Background: an optimization exercise with open tools, aiming at small area. Do not read the settings as production practice. Function was checked by simulation only, so behaviour that the tests miss may differ from the original. No driver is modelled on the clock port, so clock power and skew are understated where the tree is cut down; a real chip needs a root buffer or a tree. Power and IR drop assume default switching activity.

==> exp/lagoon: inputs <==
==> flow/design.v <==
module rb_window_stream #(
    parameter int PIXEL_WIDTH = 8,
    parameter int K           = 3,
    parameter int IMG_WIDTH   = 128,
    parameter int IMG_HEIGHT  = 128
) (
    input  logic                                 clk,
    input  logic                                 rst,
    input  logic                                 in_valid,
    output logic                                 in_ready,
    input  logic [PIXEL_WIDTH-1:0]               in_pixel,
    input  logic                                 in_sof,
    output logic                                 out_valid,
    input  logic                                 out_ready,
    output logic [K*PIXEL_WIDTH-1:0]             out_col,
    output logic [$clog2(IMG_WIDTH)-1:0]         out_x,
    output logic [$clog2(IMG_HEIGHT)-1:0]        out_y,
    output logic                                 out_eof
);
    localparam int XW    = $clog2(IMG_WIDTH);
    localparam int YW    = $clog2(IMG_HEIGHT);
    localparam int PW    = PIXEL_WIDTH;
    localparam int DEPTH = (K - 1) * IMG_WIDTH + 1;    
    localparam logic [XW-1:0] X_LAST = XW'(IMG_WIDTH - 1);
    localparam logic [YW-1:0] Y_LAST = YW'(IMG_HEIGHT - 1);
    localparam logic [YW-1:0] Y_PRIM = YW'(K - 1);
    logic              adv;
    logic              accept;
    logic              move;        
    logic              s1_valid_reg;
    logic              s1_sof_reg;
    logic [PW-1:0]     s1_pixel_reg;
    logic              out_full_reg;
    logic [XW-1:0]     out_x_reg;   
    logic [YW-1:0]     out_y_reg;
    logic [XW-1:0]     s1_x;
    logic [YW-1:0]     s1_y;
    logic [PW-1:0]     sr [DEPTH];
    assign adv    = !out_valid || out_ready;
    assign in_ready = adv && !rst;
    assign accept = in_valid && adv && !rst;
    assign move   = adv && s1_valid_reg;
    always_comb begin
        if (s1_sof_reg) begin
            s1_x = '0;
            s1_y = '0;
        end else if (out_x_reg == X_LAST) begin
            s1_x = '0;
            s1_y = (out_y_reg == Y_LAST) ? '0 : out_y_reg + YW'(1);
        end else begin
            s1_x = out_x_reg + XW'(1);
            s1_y = out_y_reg;
        end
    end
    always_ff @(posedge clk) begin
        if (accept) begin
            s1_pixel_reg <= in_pixel;
            s1_sof_reg   <= in_sof;
        end
    end
    always_ff @(posedge clk) begin
        if (move) begin
            sr[0] <= s1_pixel_reg;
            for (int i = 1; i < DEPTH; i++) sr[i] <= sr[i-1];
        end
    end
    always_ff @(posedge clk) begin
        if (rst) begin
            s1_valid_reg <= 1'b0;
            out_full_reg <= 1'b0;
            out_x_reg    <= X_LAST;
            out_y_reg    <= Y_LAST;
        end else begin
            if (adv) begin
                s1_valid_reg <= accept;
                out_full_reg <= s1_valid_reg;
            end
            if (move) begin
                out_x_reg <= s1_x;
                out_y_reg <= s1_y;
            end
        end
    end
    assign out_valid = out_full_reg && (out_y_reg >= Y_PRIM);
    assign out_x     = out_x_reg;
    assign out_y     = out_y_reg;
    assign out_eof   = (out_x_reg == X_LAST) && (out_y_reg == Y_LAST);
    generate
        for (genvar k = 0; k < K; k++) begin : g_col
            assign out_col[(K-1-k)*PW +: PW] = sr[k*IMG_WIDTH];
        end
    endgenerate
endmodule
==> flow/flow/run.sh <==
#!/bin/bash
# Standard layout (standard.sh), except:
# - the clock tree is built by hand (flow/cts_hook.tcl, flow/trees.tcl): the
#   flip-flops are split into 64 equal clusters, each driven by an inverter,
#   under 8 inverters and two levels of clock buffers, so every flip-flop sees
#   two inversions and the same number of stages;
# - the shift register's enable is buffered by hand (flow/resize_hook.tcl),
#   with placement not timing-driven so that it adds no buffers of its own;
# - synthesis's buffers are removed before placement (flow/place_hook.tcl),
#   as timing-driven placement would do;
# - each port gets the smallest buffer.
set -euo pipefail
export PRE_CTS_TCL="$PWD/flow/cts_hook.tcl"
export PRE_GLOBAL_PLACE_TCL="$PWD/flow/place_hook.tcl"
export PRE_RESIZE_TCL="$PWD/flow/resize_hook.tcl"
export BUFFER_PORTS_ARGS="-buffer_cell sky130_fd_sc_hd__buf_1"
bash standard.sh > standard.log 2>&1
==> flow/flow/cts_hook.tcl <==
# Runs at the start of ORFS's cts.tcl: builds the clock tree by hand
# (flow/trees.tcl) and turns the CTS call that follows, and the cloning of
# clock inverters before it, into no-ops; the rest of the CTS step
# (legalisation, timing repair) runs as usual.
source [file join [file dirname [info script]] trees.tcl]
tr_clock clk {{60 sky130_fd_sc_hd__inv_12} {6 sky130_fd_sc_hd__inv_12} {2 sky130_fd_sc_hd__clkbuf_8} {1 sky130_fd_sc_hd__clkbuf_16}}
set_propagated_clock [all_clocks]
rename repair_clock_inverters ""
proc repair_clock_inverters {args} { puts "repair_clock_inverters skipped: tree built by flow/trees.tcl" }
rename clock_tree_synthesis ""
proc clock_tree_synthesis {args} { puts "clock_tree_synthesis skipped: tree built by flow/trees.tcl" }
==> flow/flow/place_hook.tcl <==
# Runs at the start of ORFS's global_place.tcl, before the ports are buffered:
# removes the buffers that synthesis put in (timing-driven placement would do
# this itself; this flow's placement is not timing-driven).
remove_buffers
==> flow/flow/resize_hook.tcl <==
# Runs before repair_design in ORFS's resize.tcl: buffers the shift register's
# enable (the net with the most sinks) by hand as 24 clusters, each driven by
# an inverter, under 3 inverters (flow/trees.tcl), and keeps repair_design to
# the smaller buffers.
source [file join [file dirname [info script]] trees.tcl]
set_dont_use {sky130_fd_sc_hd__buf_6 sky130_fd_sc_hd__buf_8 sky130_fd_sc_hd__buf_12 sky130_fd_sc_hd__buf_16 sky130_fd_sc_hd__bufinv_8 sky130_fd_sc_hd__bufinv_16 sky130_fd_sc_hd__bufbuf_8 sky130_fd_sc_hd__bufbuf_16}
tr_fanout {{24 sky130_fd_sc_hd__inv_4} {3 sky130_fd_sc_hd__inv_4}}
==> flow/flow/trees.tcl <==
# Hand-built buffer trees. The sinks of a net are split by recursive bisection
# into equal-sized clusters, each driven by a buffer at its centre; the
# buffers of each level are grouped the same way under the next level's.

proc tr_split {items n} {
  # items: list of {iterm x y}; returns n groups of near-equal size, split
  # recursively across the wider side of their bounding box
  if {$n <= 1} { return [list $items] }
  set xs [lmap e $items {lindex $e 1}]; set ys [lmap e $items {lindex $e 2}]
  set dx [expr {[tcl::mathfunc::max {*}$xs] - [tcl::mathfunc::min {*}$xs]}]
  set dy [expr {[tcl::mathfunc::max {*}$ys] - [tcl::mathfunc::min {*}$ys]}]
  set k [expr {$dx >= $dy ? 1 : 2}]
  set s [lsort -real -index $k $items]
  set n1 [expr {$n / 2}]
  set h [expr {([llength $s] * $n1 + $n / 2) / $n}]
  return [concat [tr_split [lrange $s 0 [expr {$h-1}]] $n1] [tr_split [lrange $s $h end] [expr {$n - $n1}]]]
}

# Drive each group from a new buffer at the group's centre; returns the new
# buffers' inputs as the next level's items.
proc tr_level {groups master prefix sigtype} {
  set block [ord::get_db_block]
  set m [[ord::get_db] findMaster $master]
  set next {}
  set i 0
  foreach g $groups {
    set net [odb::dbNet_create $block "${prefix}_${i}_net"]
    $net setSigType $sigtype
    set buf [odb::dbInst_create $block $m "${prefix}_${i}"]
    foreach e $g {
      set it [lindex $e 0]
      if {[$it getNet] ne "NULL"} { $it disconnect }
      $it connect $net
    }
    foreach it [$buf getITerms] {
      if {[$it getIoType] eq "OUTPUT"} { $it connect $net }
    }
    set sx 0; set sy 0
    foreach e $g { set sx [expr {$sx + [lindex $e 1]}]; set sy [expr {$sy + [lindex $e 2]}] }
    set cx [expr {int($sx / [llength $g])}]; set cy [expr {int($sy / [llength $g])}]
    $buf setLocation $cx $cy
    $buf setPlacementStatus PLACED
    lappend next [list [$buf findITerm A] $cx $cy]
    incr i
  }
  return $next
}

proc tr_item {it} {
  set b [[$it getInst] getBBox]
  return [list $it [expr {([$b xMin]+[$b xMax])/2}] [expr {([$b yMin]+[$b yMax])/2}]]
}

# Build the tree for net's sinks (iterms); levels: list of {count master}
# from the leaves up. The top level's inputs go back on net.
proc tr_build {net sinks levels prefix sigtype} {
  set items [lmap it $sinks {tr_item $it}]
  puts "buffer tree $prefix: [llength $items] sinks on [$net getName]"
  set li 0
  foreach lv $levels {
    lassign $lv n master
    set items [tr_level [tr_split $items $n] $master "${prefix}_l${li}" $sigtype]
    puts "buffer tree $prefix: level $li, [llength $items] x $master"
    incr li
  }
  foreach e $items { [lindex $e 0] connect $net }
}

# The clock tree: every flip-flop's clock pin on the clock net.
proc tr_clock {clk_net_name levels} {
  set net [[ord::get_db_block] findNet $clk_net_name]
  set sinks {}
  foreach it [$net getITerms] {
    if {[[[$it getInst] getMaster] isSequential]} { lappend sinks $it }
  }
  tr_build $net $sinks $levels ct CLOCK
}

# The signal net with the most sinks (the shift register's enable); nets
# that reach a clock pin are skipped.
proc tr_widest_net {} {
  set best NULL; set bn 0
  foreach net [[ord::get_db_block] getNets] {
    if {[$net getSigType] ne "SIGNAL"} { continue }
    set its [$net getITerms]
    set n [llength $its]
    if {$n <= $bn} { continue }
    set clock 0
    foreach it $its { if {[[$it getMTerm] getSigType] eq "CLOCK"} { set clock 1; break } }
    if {$clock} { continue }
    if {$n > $bn} { set bn $n; set best $net }
  }
  return $best
}

proc tr_fanout {levels} {
  set net [tr_widest_net]
  set sinks {}
  foreach it [$net getITerms] {
    if {[$it getIoType] eq "INPUT"} { lappend sinks $it }
  }
  tr_build $net $sinks $levels ft SIGNAL
}
==> flow/standard.sh <==
#!/bin/bash
# synth_recipe.tcl (not shown) runs the flow's synth.tcl, then flattens the netlist and writes it again
# the make line also repeats each setting of config.mk as NAME=value (left out here)
make -C /OpenROAD-flow-scripts/flow DESIGN_CONFIG=/design/flow/config.mk WORK_HOME=/design/flow/orfs CLKGATE_MAP_FILE= SYNTH_SCRIPT=/design/flow/synth_recipe.tcl "${@:-finish}"
==> flow/config.mk <==
export PLATFORM = sky130hd
export DESIGN_NAME = rb_window_stream
export DESIGN_NICKNAME = rb_window_stream
export VERILOG_FILES = /design/flow/design.v
export SDC_FILE = /design/flow/constraint.sdc
export NUM_CORES = 4
export LEC_CHECK = 0
export CAP_MARGIN = 20
export CORE_MARGIN = 2
export CORE_UTILIZATION = 75
export GPL_TIMING_DRIVEN = 0
export SLEW_MARGIN = 20
==> flow/constraint.sdc <==
create_clock -name core_clock -period 5.0 [get_ports {clk}]
set_input_delay 1.0000 -clock core_clock [delete_from_list [all_inputs] [get_ports {clk}]]
set_output_delay 1.0000 -clock core_clock [all_outputs]
set_load 0.01 [all_outputs]
==> exp/willow (differences from exp/lagoon) <==
==> flow/flow/run.sh (replaced) <==
#!/bin/bash
# Standard layout, except: the clock tree is built by hand as 104 balanced leaf
# clusters under 13 mid-level buffers and one root buffer (flow/cts_hook.tcl);
# the shift register's enable is buffered by hand (flow/resize_hook.tcl), with
# placement not timing-driven so that it adds no buffers of its own; and each
# port gets the smallest buffer.
set -euo pipefail
export PRE_CTS_TCL="$PWD/flow/cts_hook.tcl"
export PRE_RESIZE_TCL="$PWD/flow/resize_hook.tcl"
export BUFFER_PORTS_ARGS="-buffer_cell sky130_fd_sc_hd__buf_1"
bash standard.sh > standard.log 2>&1
--- a/flow/flow/cts_hook.tcl
+++ b/flow/flow/cts_hook.tcl
@@ -5,3 +5,3 @@
 source [file join [file dirname [info script]] trees.tcl]
-tr_clock clk {{60 sky130_fd_sc_hd__inv_12} {6 sky130_fd_sc_hd__inv_12} {2 sky130_fd_sc_hd__clkbuf_8} {1 sky130_fd_sc_hd__clkbuf_16}}
+tr_clock clk {{96 sky130_fd_sc_hd__inv_8} {12 sky130_fd_sc_hd__inv_16} {2 sky130_fd_sc_hd__clkbuf_16} {1 sky130_fd_sc_hd__clkbuf_16}}
 set_propagated_clock [all_clocks]
==> flow/flow/resize_hook.tcl (replaced) <==
# Runs before repair_design in ORFS's resize.tcl: buffers the shift register's
# enable (the net with the most sinks) by hand as 24 clusters under 3
# mid-level buffers (flow/trees.tcl), and keeps repair_design to the smaller
# buffers.
source [file join [file dirname [info script]] trees.tcl]
set_dont_use {sky130_fd_sc_hd__buf_6 sky130_fd_sc_hd__buf_8 sky130_fd_sc_hd__buf_12 sky130_fd_sc_hd__buf_16 sky130_fd_sc_hd__bufinv_8 sky130_fd_sc_hd__bufinv_16 sky130_fd_sc_hd__bufbuf_8 sky130_fd_sc_hd__bufbuf_16}
tr_fanout {{24 sky130_fd_sc_hd__buf_4} {3 sky130_fd_sc_hd__buf_4}}
removed: flow/flow/place_hook.tcl
==> exp/delta (differences from exp/lagoon) <==
--- a/flow/flow/cts_hook.tcl
+++ b/flow/flow/cts_hook.tcl
@@ -5,3 +5,3 @@
 source [file join [file dirname [info script]] trees.tcl]
-tr_clock clk {{60 sky130_fd_sc_hd__inv_12} {6 sky130_fd_sc_hd__inv_12} {2 sky130_fd_sc_hd__clkbuf_8} {1 sky130_fd_sc_hd__clkbuf_16}}
+tr_clock clk {{60 sky130_fd_sc_hd__inv_12} {8 sky130_fd_sc_hd__inv_12} {2 sky130_fd_sc_hd__clkbuf_16} {1 sky130_fd_sc_hd__clkbuf_16}}
 set_propagated_clock [all_clocks]
==> exp/onyx (differences from exp/lagoon) <==
--- a/flow/flow/run.sh
+++ b/flow/flow/run.sh
@@ -8,4 +8,2 @@
 #   with placement not timing-driven so that it adds no buffers of its own;
-# - synthesis's buffers are removed before placement (flow/place_hook.tcl),
-#   as timing-driven placement would do;
 # - each port gets the smallest buffer.
--- a/flow/flow/cts_hook.tcl
+++ b/flow/flow/cts_hook.tcl
@@ -5,3 +5,3 @@
 source [file join [file dirname [info script]] trees.tcl]
-tr_clock clk {{60 sky130_fd_sc_hd__inv_12} {6 sky130_fd_sc_hd__inv_12} {2 sky130_fd_sc_hd__clkbuf_8} {1 sky130_fd_sc_hd__clkbuf_16}}
+tr_clock clk {{64 sky130_fd_sc_hd__inv_12} {8 sky130_fd_sc_hd__inv_16} {2 sky130_fd_sc_hd__clkbuf_16} {1 sky130_fd_sc_hd__clkbuf_16}}
 set_propagated_clock [all_clocks]
--- a/flow/flow/resize_hook.tcl
+++ b/flow/flow/resize_hook.tcl
@@ -1,5 +1,5 @@
 # Runs before repair_design in ORFS's resize.tcl: buffers the shift register's
-# enable (the net with the most sinks) by hand as 24 clusters, each driven by
-# an inverter, under 3 inverters (flow/trees.tcl), and keeps repair_design to
-# the smaller buffers.
+# enable (the net with the most sinks) by hand as 24 clusters under 3
+# mid-level buffers (flow/trees.tcl), and keeps repair_design to the smaller
+# buffers.
 source [file join [file dirname [info script]] trees.tcl]
==> qor summary <==
	exp/delta	exp/willow	exp/onyx	exp/lagoon
Run status	timing/DRC/antenna clean	timing/DRC/antenna clean	timing/DRC/antenna clean	timing/DRC/antenna clean
Worst vdd rail ir drop	323 uV	283 uV	336 uV	377 uV
Input/output buffers	53	52	53	53
Seq area share	94.7%	94.3%	94.6%	94.8%
Placement Cell Area	64600 um^2	64700 um^2	64600 um^2	64600 um^2
Routed metal-1 wirelength	33000 um	33300 um	33000 um	33000 um
Number of fill cells	3931	3870	3907	3910
Power share of the clock group	22.5%	23.8%	23.1%	22.2%
DR WL met2	26900 um	25700 um	27100 um	26800 um
Post-placement setup slack	0.769 ns	1.35 ns	0.769 ns	0.769 ns
Worst setup startpoint	out_y_reg[1]	out_y_reg[0]	out_y_reg[1]	out_y_reg[1]
Wire per inst	18.7 um	18.4 um	18.8 um	18.7 um
Amount of wire on met3 after detailed routing	1990 um	2320 um	2000 um	2410 um
Hold slack final	0.408 ns	0.417 ns	0.420 ns	0.422 ns
Fraction of final layout cells with drive strength greater than 1	4.49%	6.35%	4.66%	4.41%
Final worst setup slack	1.15 ns	1.46 ns	1.12 ns	1.16 ns
Worst Path Buf+Inv	3	5	3	3
Final core utilization	78.9%	79.2%	79.0%	78.8%
Endpoint of the most critical setup path	out_x_reg[5]	out_x_reg[4]	out_x_reg[5]	out_x_reg[5]
Capture point of the worst reg-to-reg path	out_x_reg[5]	out_x_reg[4]	out_x_reg[5]	out_x_reg[5]
Combinational Power Share	1.8%	1.9%	1.8%	1.8%
Grt met3 use	1.48%	1.81%	1.29%	1.89%
Count of placed standard cells including taps	3324	3333	3324	3324
No run of this note takes its clock network from TritonCTS; it comes from the design's own scripts or RTL.

[static timing again, ports no longer ideal]
Ports are ideal in the flow. The routed layouts listed here were re-timed in OpenROAD. Step 1, drivers: a clkbuf_16 drives clk and a buf_2 each remaining input, both assumed. Step 2 also shifts input and output timing later by t, the mid clock arrival at the registers, as if the neighbouring blocks saw the same clock. Three values: ideal, step 1, step 2; two values: the first two.
run | t (ns) | setup WS [ns] | worst data-port slew with drivers (ns)
exp/lagoon | 0.781 | 1.160 / 1.160 / 0.823 | 0.03
exp/willow | 0.772 | 1.465 / 1.465 / 1.389 | 0.03
exp/delta | 0.699 | 1.145 / 1.145 / 0.805 | 0.03
exp/onyx | 0.724 | 1.124 / 1.124 / 0.794 | 0.03
After both steps every run listed still meets setup and hold. For exp/delta, which loses most, drivers alone change the setup slack by 0.000 ns; drivers and shift together by -0.340 ns.
